From an optimization exercise on the open Yosys and OpenROAD flow, aimed at small area, a short achievable clock period and few clock cycles; shortcuts taken in it are not production practice.
Function was checked by simulation only, so behaviour that the tests miss may differ from the original.

## job 103
// calculatorTop
module calculatorTop (
	input  logic        clk,
	input  logic        rst_n,
	input  logic        keyReq,
	input  logic [3:0]  keyCode,
	output logic        keyAck,
	output logic        resReq,
	input  logic        resAck,
	output logic        resSign,
	output logic [23:0] resMagnitude,
	output logic [3:0]  resDigits,
	output logic        resError
);
Size in the first run: roughly 1600 cells after synthesis, roughly 160 flip-flops, roughly 40 I/O pins, ~13000 um^2 of cells after synthesis.
make LEC_CHECK=0 CAP_MARGIN=0 CORE_MARGIN=2 CORE_UTILIZATION=40 GPL_TIMING_DRIVEN=0 SLEW_MARGIN=0 finish   # period 80.0 ns
run.sh (not shown) runs the stock make flow with config.mk's settings and CLKGATE_MAP_FILE= SYNTH_SCRIPT=/design/flow/synth_recipe.tcl, a recipe that flattens the netlist after the stock synthesis.
Testbench counts of job 103, summed over its fixed seeds: cycles 35,324.
> inputs changed (job 103 -> job 105)
--- a/flow/config.mk
+++ b/flow/config.mk
@@ -7,6 +7,5 @@
 export LEC_CHECK = 0
-export CAP_MARGIN = 0
+export CAP_MARGIN = 20
 export CORE_MARGIN = 2
 export CORE_UTILIZATION = 40
-export GPL_TIMING_DRIVEN = 0
-export SLEW_MARGIN = 0
+export SLEW_MARGIN = 20
### Flow results
Job 105: all stages complete, timing, DRC and antenna checks passed. On area inside the core boundary, job 103 tracks job 105 almost exactly. Between job 105 and job 103, the wire length is lower for job 105. On initial antenna violation count: between job 105 and job 103, it ends up lower for job 105. Diff job 103 -> job 105: maximum clock rate has increased. Of the two candidates, job 103 has the worse final worst-path setup slack and job 105 the better one.

========
v53:
calculatorTop, a different RTL version from the one above (not shown whole).
Size: roughly 1300 cells after synthesis, roughly 160 flip-flops, ~40 I/O pins, roughly 12000 um^2 of cells after synthesis.
export LEC_CHECK = 0
export CAP_MARGIN = 20
export CORE_MARGIN = 2
export CORE_UTILIZATION = 40
export CTS_BUF_LIST = sky130_fd_sc_hd__clkbuf_16
export CTS_CLUSTER_DIAMETER = 200
export CTS_CLUSTER_SIZE = 50
export SLEW_MARGIN = 20
export SYNTH_HIERARCHICAL = 1
create_clock -name core_clock -period 80.0 [get_ports {clk}]
Testbench counts of v53, summed over its fixed seeds: cycles 34,751.
For v58, these inputs were changed with respect to v53:
==> flow/flow/run.sh (new file) <==
#!/bin/bash
# The standard layout, with the port buffers made of plain buffers
# instead of the delay cells the resizer picks by default.
set -euo pipefail
export BUFFER_PORTS_ARGS="-buffer_cell sky130_fd_sc_hd__buf_2"
bash standard.sh > standard.log 2>&1
==> flow/standard.sh (new file) <==
#!/bin/bash
# synth_recipe.tcl (not shown) runs the flow's synth.tcl, then flattens the netlist and writes it again
# the make line also repeats each setting of config.mk as NAME=value (left out here)
make -C /OpenROAD-flow-scripts/flow DESIGN_CONFIG=/design/flow/config.mk WORK_HOME=/design/flow/orfs CLKGATE_MAP_FILE= SYNTH_SCRIPT=/design/flow/synth_recipe.tcl "${@:-finish}"
diff --git a/flow/config.mk b/flow/config.mk
--- a/flow/config.mk
+++ b/flow/config.mk
@@ -8,8 +8,8 @@
 export CAP_MARGIN = 20
 export CORE_MARGIN = 2
-export CORE_UTILIZATION = 40
-export CTS_BUF_LIST = sky130_fd_sc_hd__clkbuf_16
-export CTS_CLUSTER_DIAMETER = 200
-export CTS_CLUSTER_SIZE = 50
+export CORE_UTILIZATION = 65
+export CTS_BUF_LIST = sky130_fd_sc_hd__clkbuf_8
+export CTS_CLUSTER_SIZE = 30
+export PLACE_DENSITY = 0.75
 export SLEW_MARGIN = 20
 export SYNTH_HIERARCHICAL = 1
removed: flow/run.sh
==> notes.md <==
The flow did not stop early for v58: all stages ran, and the layout cleared the timing, DRC and antenna checks. Wire length of the first global-routing pass (v58 over v53): decrease, about 5.6%. Run comparison: v53 worst setup path endpoint resDigits[1]; v58 worst setup path endpoint resDigits[2]. Going from v53 to v58, total of clock buffers placed in the layout now sits higher.
Relative to v58, the following input files were edited for v37:
diff --git a/flow/config.mk b/flow/config.mk
--- a/flow/config.mk
+++ b/flow/config.mk
@@ -8,8 +8,7 @@
 export CAP_MARGIN = 20
 export CORE_MARGIN = 2
-export CORE_UTILIZATION = 65
+export CORE_UTILIZATION = 40
 export CTS_BUF_LIST = sky130_fd_sc_hd__clkbuf_8
 export CTS_CLUSTER_SIZE = 30
-export PLACE_DENSITY = 0.75
 export SLEW_MARGIN = 20
 export SYNTH_HIERARCHICAL = 1
Findings:
| area growth from synthesis to final layout | lower: v58 |
v37 packs its core looser than v58.
On final-layout clock buffer total: between v58 and v37, it ends up lower for v37.
Looking at post-route standard cell area excluding fillers, v37 sits 2.3% above v58.
Relative to v37, the following input files were edited for v52:
==> flow/run.sh (new file) <==
#!/bin/bash
# synth_recipe.tcl (not shown) runs the flow's synth.tcl, then flattens the netlist and writes it again
# the make line also repeats each setting of config.mk as NAME=value (left out here)
make -C /OpenROAD-flow-scripts/flow DESIGN_CONFIG=/design/flow/config.mk WORK_HOME=/design/flow/orfs CLKGATE_MAP_FILE= SYNTH_SCRIPT=/design/flow/synth_recipe.tcl finish
removed: flow/flow/run.sh
removed: flow/standard.sh
## What came out
Both conditions hold for v52: the flow ran to the end and the final layout passed the timing, DRC and antenna checks.
Re sequential cell area fraction in the yosys report: no difference whatsoever between v52 and v37.
Higher global-route wire length before repair was reported by v52, not v37.
Detailed-routing wirelength on met1: v52 vs v37 down 240 um
Diff v52 and v37: area growth from synthesis to layout higher in v52

========
Starting RTL as in the previous note.
==> flow/design.v (excerpt) <==
module calculatorTop (
	input  logic        clk,
	input  logic        rst_n,
	input  logic        keyReq,
	input  logic [3:0]  keyCode,
	output logic        keyAck,
	output logic        resReq,
	input  logic        resAck,
	output logic        resSign,
	output logic [23:0] resMagnitude,
	output logic [3:0]  resDigits,
	output logic        resError
);
Settings: LEC_CHECK=0, CAP_MARGIN=20, CORE_MARGIN=2, CORE_UTILIZATION=40, CTS_BUF_LIST=sky130_fd_sc_hd__clkbuf_8, CTS_CLUSTER_SIZE=12, SLEW_MARGIN=20, SYNTH_HIERARCHICAL=1; clock period 80.0 ns.
standard.sh (not shown) runs the stock make flow with config.mk's settings and CLKGATE_MAP_FILE= SYNTH_SCRIPT=/design/flow/synth_recipe.tcl, a recipe that flattens the netlist after the stock synthesis.
==> flow/flow/run.sh <==
#!/bin/bash
# The standard layout, with the port buffers made of plain buffers
# instead of the delay cells the resizer picks by default.
set -euo pipefail
export BUFFER_PORTS_ARGS="-buffer_cell sky130_fd_sc_hd__buf_2"
bash standard.sh > standard.log 2>&1
Testbench counts at the start, summed over its fixed seeds: cycles 34,751.
Change:
--- a/flow/config.mk
+++ b/flow/config.mk
@@ -10,4 +10,4 @@
 export CORE_UTILIZATION = 40
-export CTS_BUF_LIST = sky130_fd_sc_hd__clkbuf_8
-export CTS_CLUSTER_SIZE = 12
+export CTS_BUF_LIST = sky130_fd_sc_hd__clkbuf_8 sky130_fd_sc_hd__clkbuf_16
+export CTS_CLUSTER_SIZE = 30
 export SLEW_MARGIN = 20
The changed run went through all stages and came out clean.
Cell count does not change.
Non-clock buffer count does not change.
Design area came out higher by 1.5%.
Sequential share of layout area goes down by 0.44 points.
Via count rises by 0.80%.
Synthesized area does not change.
Utilization rises by 0.67 points.
Die area is unchanged.
Routed wire length grows by 0.41%.

[afterwards: timing with drivers on the ports]
The flow's constraints put no driver on any port. The routed layouts listed below were extracted and timed again, unchanged, in two steps. Step 1 assumes that a clkbuf_16 drives the clock port and a buf_2 every other input. Step 2 adds t to the input delays and takes it off the output delays; t is the mean of the earliest and latest rising clock arrival at the registers after step 1. Input paths then give back, and output paths get back, about the clock's delay inside the block. Slacks: ideal ports / drivers / drivers and shift; pairs: ideal ports / drivers.
run | t (ns) | setup slack, ns | worst setup path at the end | clock arrival spread, ns | pins driven straight from the clock port
job 103 | 0.523 | 61.800 / 61.800 / 61.800 | register to register | 0.015 / 0.014 | 1
job 105 | 0.499 | 62.440 / 62.388 / 62.367 | input to register | 0.015 / 0.015 | 1
v53 | 0.489 | 62.461 / 62.410 / 62.559 | input to register | 0.018 / 0.017 | 1
v58 | 0.524 | 62.802 / 62.756 / 62.969 | input to register | 0.011 / 0.011 | 1
v37 | 0.531 | 62.795 / 62.745 / 62.939 | input to register | 0.034 / 0.034 | 1
v52 | 0.524 | 62.416 / 62.369 / 62.565 | input to register | 0.023 / 0.023 | 1
the first run of note 3 | 0.531 | 62.795 / 62.745 / 62.939 | input to register | 0.034 / 0.034 | 1
the second run of note 3 | 0.487 | 62.854 / 62.801 / 62.927 | input to register | 0.022 / 0.022 | 1
After both steps setup and hold are still met in every run listed. For job 105, which loses most, drivers alone change the setup slack by -0.052 ns; drivers and shift together by -0.073 ns.
